Context: an optimization exercise on an open-source flow, tuned for small area. The choices shown serve that exercise and are no tape-out recipe. The RTL was checked by simulation tests, not by an equivalence proof against the original design. No activity file was given, so power comes from the tool's default toggle rates.

[design.v]
package mic_rx_pkg;
   localparam int N_LINES  = 32;
   localparam int N_CHAN   = 64;
   localparam int SAMPLE_W = 16;
   localparam int CHAN_W   = 6;
   localparam int DEF_CLK_DIV      = 16;
   localparam int DEF_SLOT_BITS    = 32;
   localparam int DEF_SAMPLE_BITS  = 16;
   localparam int DEF_SAMPLE_PHASE = 5;
   typedef logic [CHAN_W-1:0]   chan_t;
   typedef logic [SAMPLE_W-1:0] sample_t;
   function automatic sample_t pattern_word(input logic [9:0] fc, input chan_t ch);
      pattern_word = {fc, ch};
   endfunction
endpackage
module mic_clkgen
#(
   parameter int CLK_DIV      = mic_rx_pkg::DEF_CLK_DIV,
   parameter int SLOT_BITS    = mic_rx_pkg::DEF_SLOT_BITS,
   parameter int SAMPLE_BITS  = mic_rx_pkg::DEF_SAMPLE_BITS,
   parameter int SAMPLE_PHASE = mic_rx_pkg::DEF_SAMPLE_PHASE
) (
   input  logic clk,
   input  logic reset_n,
   input  logic enable,
   output logic mic_clk,
   output logic mic_ws,
   output logic sample_stb,
   output logic latch_stb,
   output logic frame_done
);
   localparam int CNT_W = $clog2(CLK_DIV);
   localparam int BIT_W = $clog2(SLOT_BITS);
   localparam logic [CNT_W-1:0] CNT_MAX   = CNT_W'(CLK_DIV - 1);
   localparam logic [CNT_W-1:0] CNT_HALF  = CNT_W'(CLK_DIV / 2);
   localparam logic [CNT_W-1:0] PHASE     = CNT_W'(SAMPLE_PHASE);
   localparam logic [BIT_W-1:0] BIT_MAX   = BIT_W'(SLOT_BITS - 1);
   localparam logic [BIT_W-1:0] BIT_SMP   = BIT_W'(SAMPLE_BITS);
   localparam logic [BIT_W-1:0] BIT_LATCH = BIT_W'(SAMPLE_BITS + 1);
   logic [CNT_W-1:0] cnt_q, cnt_d;
   logic [BIT_W-1:0] bit_q, bit_d;
   logic             ws_q, ws_d;
   logic             mic_clk_q, mic_clk_d;
   logic             phase_hit_s;
   always_comb begin
      cnt_d     = {CNT_W{1'b0}};
      bit_d     = {BIT_W{1'b0}};
      ws_d      = 1'b0;
      mic_clk_d = 1'b0;
      if (enable) begin
         if (cnt_q == CNT_MAX) begin
            cnt_d = {CNT_W{1'b0}};
            if (bit_q == BIT_MAX) begin
               bit_d = {BIT_W{1'b0}};
               ws_d  = ~ws_q;
            end else begin
               bit_d = bit_q + 1'b1;
               ws_d  = ws_q;
            end
         end else begin
            cnt_d = cnt_q + 1'b1;
            bit_d = bit_q;
            ws_d  = ws_q;
         end
         mic_clk_d = (cnt_d >= CNT_HALF);
      end else begin
         mic_clk_d = 1'b0;
      end
   end
   always_ff @(posedge clk or negedge reset_n) begin
      if (!reset_n) begin
         cnt_q     <= {CNT_W{1'b0}};
         bit_q     <= {BIT_W{1'b0}};
         ws_q      <= 1'b0;
         mic_clk_q <= 1'b0;
      end else begin
         cnt_q     <= cnt_d;
         bit_q     <= bit_d;
         ws_q      <= ws_d;
         mic_clk_q <= mic_clk_d;
      end
   end
   assign phase_hit_s = enable && (cnt_q == PHASE);
   assign sample_stb  = phase_hit_s && (bit_q != {BIT_W{1'b0}}) && (bit_q <= BIT_SMP);
   assign latch_stb   = phase_hit_s && (bit_q == BIT_LATCH);
   assign frame_done  = latch_stb && ws_q;
   assign mic_clk     = mic_clk_q;
   assign mic_ws      = ws_q;
endmodule
module mic_i2s_rx
#(
   parameter int CLK_DIV      = mic_rx_pkg::DEF_CLK_DIV,
   parameter int SLOT_BITS    = mic_rx_pkg::DEF_SLOT_BITS,
   parameter int SAMPLE_BITS  = mic_rx_pkg::DEF_SAMPLE_BITS,
   parameter int SAMPLE_PHASE = mic_rx_pkg::DEF_SAMPLE_PHASE
) (
   input  logic                clk,
   input  logic                reset_n,
   input  logic                enable,
   input  logic                clr_overrun,
   output logic                mic_clk,
   output logic                mic_ws,
   input  logic [mic_rx_pkg::N_LINES-1:0]  mic_data,
   output logic                out_valid,
   input  logic                out_ready,
   output logic [mic_rx_pkg::SAMPLE_W-1:0] out_data,
   output logic [mic_rx_pkg::CHAN_W-1:0]   out_chan,
   output logic                out_last,
   output logic [15:0]         frame_cnt,
   output logic                overrun
);
   logic    sample_stb, latch_stb, frame_done;
   logic [mic_rx_pkg::N_LINES-1:0][mic_rx_pkg::SAMPLE_W-1:0] sh_q;
   logic [mic_rx_pkg::N_LINES-1:0][mic_rx_pkg::SAMPLE_W-1:0] sh_d;
   logic [mic_rx_pkg::N_LINES-1:0][mic_rx_pkg::SAMPLE_W-1:0] odd_q;
   logic [mic_rx_pkg::N_LINES-1:0][mic_rx_pkg::SAMPLE_W-1:0] odd_d;
   logic [mic_rx_pkg::N_LINES-1:0][mic_rx_pkg::SAMPLE_W-1:0] lat_odd_s;
   logic [mic_rx_pkg::N_LINES-1:0][mic_rx_pkg::SAMPLE_W-1:0] lat_even_s;
   logic [mic_rx_pkg::N_CHAN-1:0][mic_rx_pkg::SAMPLE_W-1:0] obuf_q;
   logic [mic_rx_pkg::N_CHAN-1:0][mic_rx_pkg::SAMPLE_W-1:0] obuf_d;
   logic    busy_q, busy_d, start_q, start_d, overrun_q, overrun_d;
   logic    out_valid_q, out_valid_d, out_last_q, out_last_d;
   mic_rx_pkg::sample_t out_data_q, out_data_d;
   mic_rx_pkg::chan_t   out_chan_q, out_chan_d, nxt_chan_s;
   logic [15:0] frame_cnt_q, frame_cnt_d;
   mic_clkgen #(
      .CLK_DIV(CLK_DIV), .SLOT_BITS(SLOT_BITS),
      .SAMPLE_BITS(SAMPLE_BITS), .SAMPLE_PHASE(SAMPLE_PHASE)
   ) u_clkgen (
      .clk(clk), .reset_n(reset_n), .enable(enable),
      .mic_clk(mic_clk), .mic_ws(mic_ws),
      .sample_stb(sample_stb), .latch_stb(latch_stb), .frame_done(frame_done)
   );
   always_comb begin
      for (int j = 0; j < mic_rx_pkg::N_LINES; j++) begin
         lat_odd_s[j]  = sh_q[j];
         lat_even_s[j] = sh_q[j];
      end
   end
   always_comb begin
      for (int j = 0; j < mic_rx_pkg::N_LINES; j++) begin
         sh_d[j]  = sh_q[j];
         odd_d[j] = odd_q[j];
         if (!enable) begin
            sh_d[j]  = {mic_rx_pkg::SAMPLE_W{1'b0}};
            odd_d[j] = {mic_rx_pkg::SAMPLE_W{1'b0}};
         end else if (sample_stb) begin
            sh_d[j] = {sh_q[j][mic_rx_pkg::SAMPLE_W-2:0], mic_data[j]};
         end else if (latch_stb && !mic_ws) begin
            odd_d[j] = lat_odd_s[j];
         end else begin
            sh_d[j] = sh_q[j];
         end
      end
   end
   assign nxt_chan_s = out_chan_q + 6'd1;
   always_comb begin
      obuf_d      = obuf_q;
      busy_d      = busy_q;
      start_d     = 1'b0;
      overrun_d   = overrun_q;
      out_valid_d = out_valid_q;
      out_chan_d  = out_chan_q;
      out_data_d  = out_data_q;
      out_last_d  = out_last_q;
      frame_cnt_d = frame_cnt_q;
      if (frame_done && busy_q) begin
         overrun_d = 1'b1;
      end else if (clr_overrun) begin
         overrun_d = 1'b0;
      end else begin
         overrun_d = overrun_q;
      end
      if (frame_done && !busy_q) begin
         for (int j = 0; j < mic_rx_pkg::N_LINES; j++) begin
            obuf_d[2 * j + 1] = odd_q[j];
            obuf_d[2 * j]     = lat_even_s[j];
         end
         busy_d  = 1'b1;
         start_d = 1'b1;
      end else begin
         start_d = 1'b0;
      end
      if (start_q) begin
         out_valid_d = 1'b1;
         out_chan_d  = 6'd0;
         out_data_d  = obuf_q[0];
         out_last_d  = 1'b0;
      end else if (out_valid_q && out_ready) begin
         if (out_last_q) begin
            out_valid_d = 1'b0;
            out_chan_d  = 6'd0;
            out_data_d  = {mic_rx_pkg::SAMPLE_W{1'b0}};
            out_last_d  = 1'b0;
            busy_d      = 1'b0;
            frame_cnt_d = frame_cnt_q + 16'd1;
         end else begin
            out_chan_d = nxt_chan_s;
            out_data_d = obuf_q[nxt_chan_s];
            out_last_d = (nxt_chan_s == 6'd63);
         end
      end else begin
         out_valid_d = out_valid_q;
      end
   end
   always_ff @(posedge clk or negedge reset_n) begin
      if (!reset_n) begin
         for (int j = 0; j < mic_rx_pkg::N_LINES; j++) begin
            sh_q[j]  <= {mic_rx_pkg::SAMPLE_W{1'b0}};
            odd_q[j] <= {mic_rx_pkg::SAMPLE_W{1'b0}};
         end
         for (int c = 0; c < mic_rx_pkg::N_CHAN; c++) begin
            obuf_q[c] <= {mic_rx_pkg::SAMPLE_W{1'b0}};
         end
         busy_q      <= 1'b0;
         start_q     <= 1'b0;
         overrun_q   <= 1'b0;
         out_valid_q <= 1'b0;
         out_chan_q  <= 6'd0;
         out_data_q  <= {mic_rx_pkg::SAMPLE_W{1'b0}};
         out_last_q  <= 1'b0;
         frame_cnt_q <= 16'd0;
      end else begin
         sh_q        <= sh_d;
         odd_q       <= odd_d;
         obuf_q      <= obuf_d;
         busy_q      <= busy_d;
         start_q     <= start_d;
         overrun_q   <= overrun_d;
         out_valid_q <= out_valid_d;
         out_chan_q  <= out_chan_d;
         out_data_q  <= out_data_d;
         out_last_q  <= out_last_d;
         frame_cnt_q <= frame_cnt_d;
      end
   end
   assign out_valid = out_valid_q;
   assign out_data  = out_data_q;
   assign out_chan  = out_chan_q;
   assign out_last  = out_last_q;
   assign frame_cnt = frame_cnt_q;
   assign overrun   = overrun_q;
endmodule
[run.sh]
#!/bin/bash
# synth_recipe.tcl (not shown) runs the flow's synth.tcl, then flattens the netlist and writes it again
# the make line also repeats each setting of config.mk as NAME=value (left out here)
make -C /OpenROAD-flow-scripts/flow DESIGN_CONFIG=/design/flow/config.mk WORK_HOME=/design/flow/orfs CLKGATE_MAP_FILE= SYNTH_SCRIPT=/design/flow/synth_recipe.tcl finish
[config.mk]
export PLATFORM = sky130hd
export DESIGN_NAME = mic_i2s_rx
export DESIGN_NICKNAME = mic_i2s_rx
export VERILOG_FILES = /design/flow/design.v
export SDC_FILE = /design/flow/constraint.sdc
export NUM_CORES = 4
export LEC_CHECK = 0
export CAP_MARGIN = 20
export CORE_MARGIN = 2
export CORE_UTILIZATION = 40
export PLACE_DENSITY = 0.6
export SLEW_MARGIN = 20
[constraint.sdc]
create_clock -name core_clock -period 10.0 [get_ports {clk}]
set_input_delay 2.0000 -clock core_clock [delete_from_list [all_inputs] [get_ports {clk}]]
set_output_delay 2.0000 -clock core_clock [all_outputs]
set_load 0.01 [all_outputs]
==> impl_metrics.ini <==
[run_status]
status = no timing/DRC/antenna violations

[clock_tree]
postCtsSetupBuffers = 0
clkTransAtPathRegs_ns = 0.06
htree_num_levels = 4
ctsResizeCount = 0
cts_root_buffer = clkbuf_16
ctsLongestPathBuffers = 3
cts_buffers = 217
cts_tree = yes
clock_latency_ns = 0.87
ctsHoldBuffers = 0
cts.sinks = 2102

[power]
power.density_nw_per_um2 = 190.0
seq_power_share_pct = 45.4
p_int_mw = 13.81
comb_power_share_pct = 12.0
switching_share_pct = 27.20
switching_power_mw = 5.160
p_clk_share_pct = 42.6
p_leak_nw = 44.26
irDropWorstVdd_uv = 209.0

[placement]
hpwl_um = 122700
dpl_cell_area_sq_um = 92650
io_buffers = 79
routabilityCongestion = 0.7799

[critical_path]
worstSetupEndpointType = flop
required_ns = 10.74
worstSetupStartpointType = input port
arrival_ns = 5.88
r2r_end = out_data_q[1]
path_class = input port to flop
reg2reg_slack_ns = 5.00
worstPathMaxFanout = 145
reg2reg_depth = 8
cp-endpoint = obuf_q[197]
rr_startpoint = out_chan_q[0]
crit_start = enable

[min_path]
min_from = frame_cnt_q[15]
hold_path_class = flop to flop

[synth]
synth_fa_ha_area_share_pct = 0.1259
ys_ff_latch = 2102
synth-xor-area-share_pct = 0.2531
yosys.cell_types.count = 52
synthSimpleGateAreaFrac_pct = 9.611
synthCells = 7370
ys_seq_area_share_pct = 58.80
synth_edf_count = 0
synth_area_sq_um = 89460
syn_avg_cell_area_sq_um = 12.14
synth_fp_nets = 7416
synth_compound_area_share_pct = 8.068
muxShareOfSynthArea_pct = 20.21
synth_flop_cell = dfrtp_1
yosysWarnings = 2
synth-async-reset-ratio_pct = 100.0
synth_top_family_by_area = multiplexers

[global_route]
antenna_found_initial = 11
grt_max_degree = 207
grt_pass1_vias = 56763
grtUsageTotal_pct = 18.64
gr-total-overflow = 0
grt_pass1_wl_um = 338400

[floorplan]
num_io_pins = 80
dieHeight_um = 476.9
die_area_sq_um = 227500
core_area_sq_um = 222300
start_util_pct = 40.24
fp.dieW_um = 476.9
fp-row-count = 173

[finish]
final_cell_mix = nand2_1 (2112), dfrtp_1 (2101), mux2_2 (1025)
register_area_sq_um = 52600
final_common_cell = nand2_1
multi_input_area_sq_um = 34360
final_util_pct = 44.92
final_nets = 7268
fin_area_sq_um = 99850
area_growth_pct = 11.61
nFillCells = 20103
drive_gt1_share_pct = 23.82

[sta]
post-route-period-util_pct = 51.36
setup_viol = 0
tightest_slew_ns = 1.071
fin_setup_tns_ns = 0
period_needed_ns = 5.136
finalHoldWorstSlack_ns = 0.4716
fmax_mhz = 194.7
skew_ns = 0.08794
final-hold-violation-count = 0
drv_slew = 0
rsz0062_at_grt = false
relSlewSlack_pct = 28.58

[routing]
drc_errors = 0
drt_iter0_markers = 3821
wl_per_cell_um = 20.28
vias = 54637
antenna_left = 0
wl_um = 210500
vias_per_cell = 5.265
firstDrtPassIters = 5

[flow_run]
maxCapViolCount = 0
## area by class of cell
| cell class | count | area share, % |
|---|---|---|
| sequential | 2102 | 52.68 |
| multi-input combinational | 4720 | 34.41 |
| clock buffer | 330 | 6.367 |
| tap | 2975 | 3.728 |
| timing repair buffer | 175 | 1.970 |
| clock inverter | 68 | 0.8183 |
| inverter | 6 | 0.02256 |
| antenna | 1 | 0.002506 |
## per-stage QoR
| step | std cells | power [mW] | setup slack [ns] |
|---|---|---|---|
| after floorplan | 7370 | 9.857 | 6.352 |
| after global placement | 9977 | 11.08 | 3.882 |
| after detailed placement | 9977 | 11.08 | 3.942 |
| after CTS | 10375 | 19.21 | 4.869 |
| after global routing | 10377 | 19.63 | 4.562 |
| final | 10377 | 18.97 | 4.864 |
## worst min-delay path by stage
| stage | slack (ns) | cells past startpoint | end |
|---|---|---|---|
| 2_1_floorplan | 0.44 | 2 | odd_q[100] |
| 3_3_place_gp | 0.46 | 2 | odd_q[39] |
| 3_5_place_dp | 0.46 | 2 | odd_q[39] |
| 4_1_cts | 0.48 | 2 | odd_q[39] |
| 5_1_grt | 0.49 | 1 | frame_cnt_q[15] |
| 6_report | 0.47 | 1 | frame_cnt_q[15] |
## flip-flops by register name (all words and copies together), names as in the netlist
register            cells
u_clkgen.bit_q          5
out_chan_q              6
out_data_q             16
u_clkgen.mic_clk_q      1
overrun_q               1
u_clkgen.cnt_q          4
sh_q                  512
frame_cnt_q            16
odd_q                 512
u_clkgen.ws_q           1
out_valid_q             1
obuf_q               1024
out_last_q              1
busy_q                  1
start_q                 1
## cells in the mapped netlist, drive strengths merged, types with 4 or more instances
library cell / instances / share of area [%]
nand3: 55 / 0.31
nand2b: 4 / 0.028
and3: 7 / 0.049
o2111ai: 9 / 0.088
o221ai: 5 / 0.049
a21boi: 492 / 4.1
nor2b: 8 / 0.056
xor2: 10 / 0.098
nor3: 9 / 0.050
o211ai: 14 / 0.12
a311oi: 4 / 0.039
ha: 9 / 0.13
inv: 6 / 0.025
a21oi: 7 / 0.039
mux2: 1025 / 13
nand2: 2112 / 8.9
dfrtp: 2102 / 59
nor2: 20 / 0.087
o21ai: 513 / 2.9
mux4: 283 / 7.1
xnor2: 15 / 0.16
a21o: 4 / 0.034
a22o: 34 / 0.33
a32oi: 5 / 0.049
o22a: 5 / 0.049
a31oi: 11 / 0.077
nand4: 8 / 0.056
mux2i: 16 / 0.18
clkbuf: 300 / 1.3
buf: 242 / 1.7
a22oi: 15 / 0.13
## power groups by stage
stage                     registers [mW]  logic, mW  clock network [mW]
final                               8.61       2.28                8.08
after global placement              8.76       2.32                   0
after CTS                           8.61       2.32                8.28
after global routing                8.60       2.39                8.65
after floorplan                     8.73       1.13                   0
after detailed placement            8.76       2.32                   0
## worst max-delay path, stage by stage
cell	delay (ns)
buf_8	0.52
nand3_1	0.38
nor3_1	0.29
nand2_1	0.15
nor2_4	0.65
buf_12	0.52
buf_4	0.61
mux2_2	0.41
## logic make-up after synthesis
kind of cell | Yosys count
buf+inv | 548
xor+xnor | 25
flops | 2102
compound gates | 1125
mux | 1324
simple gates | 2237
fa+ha+maj | 9
## per-layer routing
metal / global-route usage (%) / vias up / share of wire, %
met3: 3.040 / 315 / 4.1
met1: 26.49 / 28470 / 47
li1: - / 25019 / -
met4: 6.083 / 10 / 3.2
met5: 0 / - / 0.031
met2: 29.17 / 823 / 46

## re-timing with driven ports
No port has a modelled driver above. Below, the same layout with a new extraction and two added sets of constraints. Step 1: set_driving_cell puts a clkbuf_16 on clk and a buf_2 on each other input, an assumption about the parent block. Step 2 adds t to the input delays and takes it off the output delays; t is the mean of the earliest and latest rising clock arrival at the registers after step 1. Input paths then give back, and output paths get back, about the clock's delay inside the block. Three values: no drivers, after step 1, after step 2; two values: the first two.
t (ns): 0.917
setup WS [ns]: 4.864 / 4.898 / 3.981
clock arrival spread, ns: 0.101 / 0.101
After both steps setup and hold are still met in this run. For this run, drivers alone change the setup slack by +0.034 ns; drivers and shift together by -0.883 ns.
